What follows belongs to an exercise in optimizing a design on an open flow for small area; a production flow would make more cautious choices.
Function was checked by simulation only, so behaviour that the tests miss may differ from the original.
Power and IR drop assume default switching activity.

==> run H <==
## scan_top
module scan_top
(
	input  logic        scan_clk,
	input  logic        rst,
	input  logic        scan_en,
	input  logic        scan_in,
	output logic        scan_out,
	output logic [31:0]  fe_bias,
	output logic [65:0]  cp16g,
	output logic [127:0] tnh1_casc,
	output logic [127:0] tnh2_casc,
	output logic [95:0]  cp8g,
	output logic [31:0]  vtc_bias,
	output logic [31:0]  sf_bias,
	output logic [31:0]  tnh2_bias,
	output logic [127:0] hpf_bias,
	output logic [26:0]  misc_ctrl,
	output logic [31:0]  tnh1_bias
);
	scan_pkg::scan_frame_t frame;
	logic en_q;
	logic en_qq;
	logic [11-1:0] match;
	scan_shift_frame u_shift_frame (
		.scan_clk(scan_clk),
		.rst(rst),
		.scan_en(scan_en),
		.scan_in(scan_in),
		.frame(frame),
		.en_q(en_q),
		.en_qq(en_qq),
		.scan_out(scan_out)
	);
	scan_addr_decode u_addr_decode (
		.addr(frame.addr),
		.match(match)
	);
	scan_cfg_bank u_cfg_bank (
		.scan_clk(scan_clk),
		.rst(rst),
		.en_q(en_q),
		.en_qq(en_qq),
		.data(frame.data),
		.match(match),
		.fe_bias(fe_bias),
		.cp16g(cp16g),
		.tnh1_casc(tnh1_casc),
		.tnh2_casc(tnh2_casc),
		.cp8g(cp8g),
		.vtc_bias(vtc_bias),
		.sf_bias(sf_bias),
		.tnh2_bias(tnh2_bias),
		.hpf_bias(hpf_bias),
		.misc_ctrl(misc_ctrl),
		.tnh1_bias(tnh1_bias)
	);
endmodule
==> flow/config.mk <==
export PLATFORM = sky130hd
export DESIGN_NAME = scan_top
export DESIGN_NICKNAME = scan_top
export VERILOG_FILES = /design/flow/design.v
export SDC_FILE = /design/flow/constraint.sdc
export NUM_CORES = 4
export LEC_CHECK = 0
export CAP_MARGIN = 20
export CORE_MARGIN = 2
export CORE_UTILIZATION = 60
export PLACE_DENSITY = 0.7
export SLEW_MARGIN = 20
export SYNTH_HIERARCHICAL = 1
==> flow/constraint.sdc <==
create_clock -name core_clock -period 6.0 [get_ports {scan_clk}]
set_input_delay 1.2000 -clock core_clock [delete_from_list [all_inputs] [get_ports {scan_clk}]]
set_output_delay 1.2000 -clock core_clock [all_outputs]
set_load 0.01 [all_outputs]
standard.sh (not shown) runs the stock make flow with config.mk's settings and CLKGATE_MAP_FILE= SYNTH_SCRIPT=/design/flow/synth_recipe.tcl, a recipe that flattens the netlist after the stock synthesis.
==> flow/flow/run.sh <==
#!/bin/bash
# The standard ORFS layout (the standard.sh), with two changes:
#  - the input and output ports get the smallest buffer, buf_1, instead of
#    the default pick (clkdlybuf4s50_1)
#  - clock tree synthesis inserts no dummy loads
# Each step's full output goes to a log of its own in this folder.
set -euo pipefail
export BUFFER_PORTS_ARGS="-buffer_cell sky130_fd_sc_hd__buf_1"
export CTS_ARGS="-sink_clustering_enable -repair_clock_nets -dont_use_dummy_load -buf_list {sky130_fd_sc_hd__clkbuf_2 sky130_fd_sc_hd__clkbuf_4 sky130_fd_sc_hd__clkbuf_8} -sink_clustering_size 20 -sink_clustering_max_diameter 60"
bash standard.sh synth > synth.log 2>&1
bash standard.sh floorplan > floorplan.log 2>&1
bash standard.sh place > place.log 2>&1
bash standard.sh cts > cts.log 2>&1
bash standard.sh route > route.log 2>&1
bash standard.sh finish > finish.log 2>&1
==> inputs of run C, as changes to run H <==
--- a/flow/design.v
+++ b/flow/design.v
@@ -65,33 +65,21 @@
 	output logic        scan_out
 );
 	logic [140-1:0] shift_q;
 	logic [140-1:0] shift_d;
 	logic [140-1:0] shift_in;
-	localparam int NG = 4;
-	localparam int GS = (140 + NG - 1) / NG;
-	logic en_n;
-	logic rst_n;
-	logic [NG-1:0] shift;
-	logic [NG-1:0] hold;
-	logic [NG-1:0] shift_n;
-	logic [NG-1:0] hold_n;
-	assign en_n = ~scan_en;
-	assign rst_n = ~rst;
-	for (genvar g = 0; g < NG; g++) begin : g_grp
-		scan_nand2 u_shift_n (.a(scan_en), .b(rst_n), .y(shift_n[g]));
-		scan_inv u_shift (.a(shift_n[g]), .y(shift[g]));
-		scan_nand2 u_hold_n (.a(en_n), .b(rst_n), .y(hold_n[g]));
-		scan_inv u_hold (.a(hold_n[g]), .y(hold[g]));
-	end
+	logic shift;
+	logic hold;
+	assign shift = scan_en & ~rst;
+	assign hold = ~scan_en & ~rst;
 	assign shift_in = {shift_q[140-2:0], scan_in};
 	for (genvar i = 0; i < 140; i++) begin : g_bit
 		scan_ao22 u_nxt (
 			.a1(shift_in[i]),
-			.a2(shift[i / GS]),
+			.a2(shift),
 			.b1(shift_q[i]),
-			.b2(hold[i / GS]),
+			.b2(hold),
 			.y(shift_d[i])
 		);
 	end
 	always_ff @(posedge scan_clk) begin
 		shift_q <= shift_d;
@@ -144,57 +132,30 @@
 	input  logic b2,
 	output logic y
 );
 	assign y = (a1 | a2) & (b1 | b2);
 endmodule
-module scan_nand2
-(
-	input  logic a,
-	input  logic b,
-	output logic y
-);
-	assign y = ~(a & b);
-endmodule
-module scan_inv
-(
-	input  logic a,
-	output logic y
-);
-	assign y = ~a;
-endmodule
 module scan_cfg_reg
 #(
 	parameter int W = 32,
-	parameter logic [W-1:0] RST = '0,
-	parameter int G = 43
+	parameter logic [W-1:0] RST = '0
 )
 (
 	input  logic         scan_clk,
 	input  logic [W-1:0] s,
-	input  logic         m,
-	input  logic         u,
-	input  logic         rst_n,
+	input  logic         ld,
+	input  logic         hd,
+	input  logic         ld_n,
+	input  logic         hd_n,
 	output logic [W-1:0] q
 );
-	localparam int NG = (W + G - 1) / G;
-	localparam int GS = (W + NG - 1) / NG;
 	logic [W-1:0] nxt;
-	logic [NG-1:0] ld;
-	logic [NG-1:0] hd;
-	logic [NG-1:0] ld_n;
-	logic [NG-1:0] hd_n;
-	for (genvar g = 0; g < NG; g++) begin : g_grp
-		scan_nand2 u_ld_n (.a(m), .b(u), .y(ld_n[g]));
-		scan_inv u_ld (.a(ld_n[g]), .y(ld[g]));
-		scan_nand2 u_hd_n (.a(ld_n[g]), .b(rst_n), .y(hd_n[g]));
-		scan_inv u_hd (.a(hd_n[g]), .y(hd[g]));
-	end
 	for (genvar i = 0; i < W; i++) begin : g_bit
 		if (RST[i]) begin : g_one
-			scan_oa22 u_nxt (.a1(s[i]), .a2(ld_n[i / GS]), .b1(q[i]), .b2(hd_n[i / GS]), .y(nxt[i]));
+			scan_oa22 u_nxt (.a1(s[i]), .a2(ld_n), .b1(q[i]), .b2(hd_n), .y(nxt[i]));
 		end else begin : g_zero
-			scan_ao22 u_nxt (.a1(s[i]), .a2(ld[i / GS]), .b1(q[i]), .b2(hd[i / GS]), .y(nxt[i]));
+			scan_ao22 u_nxt (.a1(s[i]), .a2(ld), .b1(q[i]), .b2(hd), .y(nxt[i]));
 		end
 	end
 	always_ff @(posedge scan_clk) begin
 		q <= nxt;
 	end
@@ -238,67 +199,78 @@
 		6'd26, 6'd26, 6'd26, 6'd26, 6'd18, 6'd26, 6'd26, 6'd28
 	};
 	localparam logic [31:0] LANE_BIAS2_RST = '0;
 	localparam logic [127:0] HPF_RST = {2*8{8'd179}};
 	localparam logic [26:0] MISC_RST = {1'b0, 1'b0, 9'd1, 16'd0};
-	logic u;
-	logic rst_n;
-	assign u = en_qq & ~en_q & ~rst;
-	assign rst_n = ~rst;
+	logic [11-1:0] ld;
+	logic [11-1:0] hd;
+	assign ld = match & {11{en_qq & ~en_q & ~rst}};
+	assign hd = ~ld & {11{~rst}};
 	scan_cfg_reg #(.W(32), .RST(FE_BIAS_RST)) u_fe_bias (
 		.scan_clk(scan_clk), .s(data[31:0]),
-		.m(match[scan_pkg::CHAIN_FE_BIAS]), .u(u), .rst_n(rst_n),
+		.ld(ld[scan_pkg::CHAIN_FE_BIAS]), .hd(hd[scan_pkg::CHAIN_FE_BIAS]),
+		.ld_n(~ld[scan_pkg::CHAIN_FE_BIAS]), .hd_n(~hd[scan_pkg::CHAIN_FE_BIAS]),
 		.q(fe_bias)
 	);
 	scan_cfg_reg #(.W(66), .RST(CP16G_RST)) u_cp16g (
 		.scan_clk(scan_clk), .s(data[65:0]),
-		.m(match[scan_pkg::CHAIN_CP16G]), .u(u), .rst_n(rst_n),
+		.ld(ld[scan_pkg::CHAIN_CP16G]), .hd(hd[scan_pkg::CHAIN_CP16G]),
+		.ld_n(~ld[scan_pkg::CHAIN_CP16G]), .hd_n(~hd[scan_pkg::CHAIN_CP16G]),
 		.q(cp16g)
 	);
 	scan_cfg_reg #(.W(128), .RST(TNH1_CASC_RST)) u_tnh1_casc (
 		.scan_clk(scan_clk), .s(data[127:0]),
-		.m(match[scan_pkg::CHAIN_TNH1_CASC]), .u(u), .rst_n(rst_n),
+		.ld(ld[scan_pkg::CHAIN_TNH1_CASC]), .hd(hd[scan_pkg::CHAIN_TNH1_CASC]),
+		.ld_n(~ld[scan_pkg::CHAIN_TNH1_CASC]), .hd_n(~hd[scan_pkg::CHAIN_TNH1_CASC]),
 		.q(tnh1_casc)
 	);
 	scan_cfg_reg #(.W(128), .RST(TNH2_CASC_RST)) u_tnh2_casc (
 		.scan_clk(scan_clk), .s(data[127:0]),
-		.m(match[scan_pkg::CHAIN_TNH2_CASC]), .u(u), .rst_n(rst_n),
+		.ld(ld[scan_pkg::CHAIN_TNH2_CASC]), .hd(hd[scan_pkg::CHAIN_TNH2_CASC]),
+		.ld_n(~ld[scan_pkg::CHAIN_TNH2_CASC]), .hd_n(~hd[scan_pkg::CHAIN_TNH2_CASC]),
 		.q(tnh2_casc)
 	);
 	scan_cfg_reg #(.W(96), .RST(CP8G_RST)) u_cp8g (
 		.scan_clk(scan_clk), .s(data[95:0]),
-		.m(match[scan_pkg::CHAIN_CP8G]), .u(u), .rst_n(rst_n),
+		.ld(ld[scan_pkg::CHAIN_CP8G]), .hd(hd[scan_pkg::CHAIN_CP8G]),
+		.ld_n(~ld[scan_pkg::CHAIN_CP8G]), .hd_n(~hd[scan_pkg::CHAIN_CP8G]),
 		.q(cp8g)
 	);
 	scan_cfg_reg #(.W(32), .RST(LANE_BIAS2_RST)) u_vtc_bias (
 		.scan_clk(scan_clk), .s(data[31:0]),
-		.m(match[scan_pkg::CHAIN_VTC]), .u(u), .rst_n(rst_n),
+		.ld(ld[scan_pkg::CHAIN_VTC]), .hd(hd[scan_pkg::CHAIN_VTC]),
+		.ld_n(~ld[scan_pkg::CHAIN_VTC]), .hd_n(~hd[scan_pkg::CHAIN_VTC]),
 		.q(vtc_bias)
 	);
 	scan_cfg_reg #(.W(32), .RST(LANE_BIAS2_RST)) u_sf_bias (
 		.scan_clk(scan_clk), .s(data[31:0]),
-		.m(match[scan_pkg::CHAIN_SF]), .u(u), .rst_n(rst_n),
+		.ld(ld[scan_pkg::CHAIN_SF]), .hd(hd[scan_pkg::CHAIN_SF]),
+		.ld_n(~ld[scan_pkg::CHAIN_SF]), .hd_n(~hd[scan_pkg::CHAIN_SF]),
 		.q(sf_bias)
 	);
 	scan_cfg_reg #(.W(32), .RST(LANE_BIAS2_RST)) u_tnh2_bias (
 		.scan_clk(scan_clk), .s(data[31:0]),
-		.m(match[scan_pkg::CHAIN_TNH2_BIAS]), .u(u), .rst_n(rst_n),
+		.ld(ld[scan_pkg::CHAIN_TNH2_BIAS]), .hd(hd[scan_pkg::CHAIN_TNH2_BIAS]),
+		.ld_n(~ld[scan_pkg::CHAIN_TNH2_BIAS]), .hd_n(~hd[scan_pkg::CHAIN_TNH2_BIAS]),
 		.q(tnh2_bias)
 	);
 	scan_cfg_reg #(.W(128), .RST(HPF_RST)) u_hpf_bias (
 		.scan_clk(scan_clk), .s(data[127:0]),
-		.m(match[scan_pkg::CHAIN_HPF]), .u(u), .rst_n(rst_n),
+		.ld(ld[scan_pkg::CHAIN_HPF]), .hd(hd[scan_pkg::CHAIN_HPF]),
+		.ld_n(~ld[scan_pkg::CHAIN_HPF]), .hd_n(~hd[scan_pkg::CHAIN_HPF]),
 		.q(hpf_bias)
 	);
 	scan_cfg_reg #(.W(27), .RST(MISC_RST)) u_misc_ctrl (
 		.scan_clk(scan_clk), .s(data[26:0]),
-		.m(match[scan_pkg::CHAIN_MISC]), .u(u), .rst_n(rst_n),
+		.ld(ld[scan_pkg::CHAIN_MISC]), .hd(hd[scan_pkg::CHAIN_MISC]),
+		.ld_n(~ld[scan_pkg::CHAIN_MISC]), .hd_n(~hd[scan_pkg::CHAIN_MISC]),
 		.q(misc_ctrl)
 	);
 	scan_cfg_reg #(.W(32), .RST(LANE_BIAS2_RST)) u_tnh1_bias (
 		.scan_clk(scan_clk), .s(data[31:0]),
-		.m(match[scan_pkg::CHAIN_TNH1_BIAS]), .u(u), .rst_n(rst_n),
+		.ld(ld[scan_pkg::CHAIN_TNH1_BIAS]), .hd(hd[scan_pkg::CHAIN_TNH1_BIAS]),
+		.ld_n(~ld[scan_pkg::CHAIN_TNH1_BIAS]), .hd_n(~hd[scan_pkg::CHAIN_TNH1_BIAS]),
 		.q(tnh1_bias)
 	);
 endmodule
 `default_nettype wire
 `timescale 1ns/1ps
GPL_TIMING_DRIVEN = 0   (was default)
==> notes <==
- In sequential power, run C and run H hardly differ.
- Between run H and run C, the lower utilization is in run H (gap 2.5 points).
- Against run C, the synthesized cell count of run H is higher by 3.0%.
- Against run H, the non-clock buffer count of run C is higher by 28.
- In clock power, run C and run H hardly differ.
- In run C the worst hold slack is worse than in run H, by 0.00067 ns.
- Flip-flop and latch count is the same in run H and run C.
- Sequential share of layout area: run C is lower than run H (1.8 points).
- Of run C and run H, run C has the higher clock-buffer cell count (gap 1).
- Run H ran to the end with no violations. Run C finished with timing, DRC and antenna clean.
==> figures <==
Buffers outside the clock class: run C 788; run H 760
Worst hold path endpoint: run C u_cfg_bank.u_hpf_bias.q[28]$_DFF_P_; run H u_cfg_bank.u_tnh2_casc.q[127]$_DFF_P_
Share of power burned in combinational logic: run C 2.9%; run H 1.9%
Number of vias in the routed layout: run C 21,600; run H 21,300
Fraction of the core area covered by cells at the end of the flow: run C 73.9%; run H 71.4%
Cell depth of the worst flop-to-flop path: run C 4; run H 6
Run status: run C finished clean; run H finished clean
Routed wire length on met2: run C 44.8 mm; run H 43.3 mm
Average via count per standard cell: run C 6.75; run H 6.58
Clock buffer count: run C 51; run H 50
Synthesized netlist cell count: run C 1,827; run H 1,882
Fin crit period: run C 3.19 ns; run H 3.88 ns
Net Sw Frac: run C 22.1%; run H 21.9%
Slowest library cell on the worst path: run C nor4_1; run H nand2_1
Total power divided by cell area: run C 274 nW/um^2; run H 280 nW/um^2
Post-layout total power: run C 8.54 mW; run H 8.43 mW
Multi-Input Combinational: run C 944; run H 954
Worst max-slew margin expressed relative to the limit: run C 23.8%; run H 26.2%
Met3 wirelength from detailed routing: run C 9.82 mm; run H 10.0 mm

[separate check: timing with driven ports]
Ports are ideal in the flow. The routed layouts listed here were re-timed in OpenROAD. Step 1, drivers: a clkbuf_16 drives scan_clk and a buf_2 each remaining input, both assumed. Step 2 moves the port delays by t, midway between the first and last clock arrival at a register: inputs arrive t later, outputs are due t later. That takes back most of the time a late clock gives input paths. Slacks: ideal / step 1 / step 2; pairs: ideal / step 1.
| run | shift t [ns] | setup WS [ns] | pins driven straight from the clock port |
|---|---|---|---|
| run H | 0.732 | 2.121 / 2.121 / 1.978 | 1 |
| run C | 0.723 | 2.808 / 2.808 / 2.238 | 1 |
After both steps every run listed still meets setup and hold. For run C, which loses most, drivers alone change the setup slack by 0.000 ns; drivers and shift together by -0.570 ns.
